This is an optimization exercise on Yosys and OpenROAD, whose aim is small area, not a production implementation. Function was checked by simulation only, so behaviour that the tests miss may differ from the original. Power and IR drop assume default switching activity.

job 4411:
Design pcie_cfg_top, start of the top module:
module pcie_cfg_top
#(
    parameter logic [31:0] CLEAR_INTERVAL = CLEAR_INTERVAL_DEFAULT
)
(
    input  logic        clk_pcie,
    input  logic        rst,
    input  logic        i_cmd_valid,
    input  logic [63:0] i_cmd_data,
    input  logic        i_rsp_full,
    input  logic        i_mgmt_done,
    input  logic [31:0] i_mgmt_do,
    input  logic [15:0] i_func_id,
    input  logic [15:0] i_link_status,
    output logic        o_cmd_ready,
    output logic        o_rsp_valid,
    output logic [31:0] o_rsp_data,
    output logic        o_mgmt_rd_en,
    output logic        o_mgmt_wr_en,
    output logic [31:0] o_mgmt_di,
    output logic [9:0]  o_mgmt_dwaddr,
    output logic [3:0]  o_mgmt_byte_en,
    output logic        o_mgmt_wr_readonly,
    output logic        o_mgmt_wr_rw1c,
    output logic [63:0] o_dsn
);
export LEC_CHECK = 0
export CAP_MARGIN = 20
export CORE_AREA = 10 10 280 280
export DIE_AREA = 0 0 290 290
export SLEW_MARGIN = 20
export SYNTH_HIERARCHICAL = 1
export BUFFER_PORTS_ARGS = -buffer_cell sky130_fd_sc_hd__buf_1
export CTS_ARGS = -sink_clustering_enable -repair_clock_nets -dont_use_dummy_load -buf_list {sky130_fd_sc_hd__clkbuf_16} -sink_clustering_size 32 -sink_clustering_max_diameter 80
create_clock -name core_clock -period 5.0 [get_ports {clk_pcie}]
standard.sh (not shown) runs the stock make flow with config.mk's settings and CLKGATE_MAP_FILE= SYNTH_SCRIPT=/design/flow/synth_recipe.tcl, a recipe that flattens the netlist after the stock synthesis.
==> flow/flow/run.sh <==
#!/bin/bash
# Standard layout, with the ports buffered by the smallest buffer and a lighter clock tree
set -o pipefail
cat >> config.mk <<'EOC'
export BUFFER_PORTS_ARGS = -buffer_cell sky130_fd_sc_hd__buf_1
export CTS_ARGS = -sink_clustering_enable -repair_clock_nets -dont_use_dummy_load -buf_list {sky130_fd_sc_hd__clkbuf_16} -sink_clustering_size 32 -sink_clustering_max_diameter 80
EOC
bash standard.sh > standard_run.log 2>&1
Job 4411 finished every stage and its layout cleared the timing, design-rule and antenna checks.
The inputs of job 8442 differ from those of job 4411 as listed below.
- putting PLACE_DENSITY at 0.7 where nothing was set
- swapping 20 for 0 in CAP_MARGIN
- swapping 0 0 290 290 for 0 0 190 190 in DIE_AREA
- swapping -sink_clustering_enable -repair_clock_nets -dont_use_dummy_load -buf_list {sky130_fd_sc_hd__clkbuf_16} -sink_clustering_size 32 -sink_clustering_max_diameter 80 for -sink_clustering_enable -repair_clock_nets -dont_use_dummy_load -buf_list {sky130_fd_sc_hd__clkbuf_8} -sink_clustering_size 16 -sink_clustering_max_diameter 60 in CTS_ARGS
- swapping 10 10 280 280 for 10 10 180 180 in CORE_AREA
- swapping 20 for 0 in SLEW_MARGIN
==> flow/flow/run.sh <==
#!/bin/bash
# Standard layout, with the ports buffered by the smallest buffer and a lighter clock tree
set -o pipefail
cat >> config.mk <<'EOC'
export BUFFER_PORTS_ARGS = -buffer_cell sky130_fd_sc_hd__buf_1
export CTS_ARGS = -sink_clustering_enable -repair_clock_nets -dont_use_dummy_load -buf_list {sky130_fd_sc_hd__clkbuf_8} -sink_clustering_size 16 -sink_clustering_max_diameter 60
EOC
bash standard.sh > standard_run.log 2>&1
==> comparison <==
Lower final-layout clock-cell area share was reported by job 8442, not job 4411. Total power is higher on job 4411. Routed length on met2: job 8442 < job 4411. Layout clock buffer count (job 8442 vs. job 4411) increases by more than a quarter. Of job 8442 and job 4411, the run reporting the higher final worst-path setup slack was job 4411. Via density per instance delta for job 8442 relative to job 4411: about 24% higher. Diff job 4411 -> job 8442: highest achievable clock rate dropped 3.9%, global-route wire length before repair dropped 10%, register fraction of the total cell area climbed 2.1 points. Taking job 4411 as the reference, in job 8442 standby leakage power fell 2.5%, average detailed-routed wire length per instance rose about 7.5%.


Setup of build 95:
pcie_cfg_top, a different RTL version from the one above (not shown whole).
Size: about 1900 cells after synthesis, about 280 I/O pins.
export LEC_CHECK = 0
export CAP_MARGIN = 20
export CORE_AREA = 10 10 165 165
export DIE_AREA = 0 0 175 175
export PLACE_DENSITY = 0.8
export SLEW_MARGIN = 20
export SYNTH_HIERARCHICAL = 1
export BUFFER_PORTS_ARGS = -buffer_cell sky130_fd_sc_hd__buf_1
export CTS_ARGS = -sink_clustering_enable -repair_clock_nets -dont_use_dummy_load -buf_list {sky130_fd_sc_hd__clkbuf_4} -sink_clustering_size 11 -sink_clustering_max_diameter 32
create_clock -name core_clock -period 5.0 [get_ports {clk_pcie}]
==> flow/flow/run.sh <==
#!/bin/bash
# Standard layout, with the ports buffered by the smallest buffer and a lighter clock tree
set -o pipefail
cat >> config.mk <<'EOC'
export BUFFER_PORTS_ARGS = -buffer_cell sky130_fd_sc_hd__buf_1
export CTS_ARGS = -sink_clustering_enable -repair_clock_nets -dont_use_dummy_load -buf_list {sky130_fd_sc_hd__clkbuf_4} -sink_clustering_size 11 -sink_clustering_max_diameter 32
EOC
bash standard.sh > standard_run.log 2>&1
Build 95: full flow OK, the timing, design-rule and antenna checks passed
Changes in build 23 relative to build 95:
# build 95
export LEC_CHECK = 0
export CAP_MARGIN = 20
export CORE_AREA = 10 10 165 165
export DIE_AREA = 0 0 175 175
export PLACE_DENSITY = 0.8
export SLEW_MARGIN = 20
export SYNTH_HIERARCHICAL = 1
export BUFFER_PORTS_ARGS = -buffer_cell sky130_fd_sc_hd__buf_1
export CTS_ARGS = -sink_clustering_enable -repair_clock_nets -dont_use_dummy_load -buf_list {sky130_fd_sc_hd__clkbuf_4} -sink_clustering_size 11 -sink_clustering_max_diameter 32
create_clock -name core_clock -period 5.0 [get_ports {clk_pcie}]
# build 23
export LEC_CHECK = 0
export CAP_MARGIN = 20
export CORE_AREA = 10 10 158 158
export DIE_AREA = 0 0 168 168
export PLACE_DENSITY = 0.85
export SLEW_MARGIN = 20
export SYNTH_HIERARCHICAL = 1
export BUFFER_PORTS_ARGS = -buffer_cell sky130_fd_sc_hd__buf_1
export CTS_ARGS = -sink_clustering_enable -repair_clock_nets -dont_use_dummy_load -buf_list {sky130_fd_sc_hd__clkbuf_4} -sink_clustering_size 9 -sink_clustering_max_diameter 40
create_clock -name core_clock -period 5.0 [get_ports {clk_pcie}]
-- flow/flow/run.sh --
<<< build 95, line 6
export CTS_ARGS = -sink_clustering_enable -repair_clock_nets -dont_use_dummy_load -buf_list {sky130_fd_sc_hd__clkbuf_4} -sink_clustering_size 11 -sink_clustering_max_diameter 32
>>> build 23, line 6
export CTS_ARGS = -sink_clustering_enable -repair_clock_nets -dont_use_dummy_load -buf_list {sky130_fd_sc_hd__clkbuf_4} -sink_clustering_size 9 -sink_clustering_max_diameter 40
--- outcome ---
- Taking build 95 as the reference, in build 23 data-path buffer share of cell area in the final layout has remained practically unchanged; worst setup slack has decreased; total number of vias has increased; power consumption has decreased.
What build 26 does differently from build 23 at the input level:
# build 23
export LEC_CHECK = 0
export CAP_MARGIN = 20
export CORE_AREA = 10 10 158 158
export DIE_AREA = 0 0 168 168
export PLACE_DENSITY = 0.85
export SLEW_MARGIN = 20
export SYNTH_HIERARCHICAL = 1
export BUFFER_PORTS_ARGS = -buffer_cell sky130_fd_sc_hd__buf_1
export CTS_ARGS = -sink_clustering_enable -repair_clock_nets -dont_use_dummy_load -buf_list {sky130_fd_sc_hd__clkbuf_4} -sink_clustering_size 9 -sink_clustering_max_diameter 40
create_clock -name core_clock -period 5.0 [get_ports {clk_pcie}]
# build 26
export LEC_CHECK = 0
export CAP_MARGIN = 20
export CORE_AREA = 10 10 165 165
export DIE_AREA = 0 0 175 175
export PLACE_DENSITY = 0.8
export SLEW_MARGIN = 20
export SYNTH_HIERARCHICAL = 1
export BUFFER_PORTS_ARGS = -buffer_cell sky130_fd_sc_hd__buf_1
export CTS_ARGS = -sink_clustering_enable -repair_clock_nets -dont_use_dummy_load -buf_list {sky130_fd_sc_hd__clkbuf_4} -sink_clustering_size 9 -sink_clustering_max_diameter 40
create_clock -name core_clock -period 5.0 [get_ports {clk_pcie}]
==> comparison <==
Build 23 ended up with i_cmd_data[20] as its origin of the worst setup path; build 26 ended up with i_cmd_data[16]. Sum of routed wire length over all layers delta (build 26 − build 23): favourable. Peak ir drop on the vdd network in build 26 is 5.2 uV higher than in build 23. Taking build 23 as the reference, in build 26 area after detailed placement has increased, die area went up by 2400 um2.

==> static timing again, ports no longer ideal <==
The results above use ideal ports. As a check the final layouts listed here were re-extracted and re-timed, cells and wires unchanged. Step 1, drivers: a clkbuf_16 drives clk_pcie and a buf_2 each remaining input, both assumed. Step 2 times the ports against the registers' clock, not the clock port: input delays grow and output delays shrink by t, the midpoint of the rising clock arrivals with the driver on. Slacks: no drivers / after step 1 / after step 2; pairs: no drivers / after step 1.
run	t, ns	slack for setup (ns)	clock arrival spread, ns
job 4411	0.619	1.309 / 1.319 / 0.700	0.108 / 0.108
job 8442	0.585	1.157 / 1.181 / 0.596	0.066 / 0.066
build 95	0.744	1.501 / 1.517 / 0.773	0.102 / 0.102
build 23	0.744	1.474 / 1.485 / 0.741	0.078 / 0.078
build 26	0.736	1.513 / 1.526 / 0.791	0.099 / 0.099
After both steps every run listed still meets setup and hold. The setup slack of build 23, which loses most, moves by +0.011 ns with the drivers and by -0.733 ns with both steps.
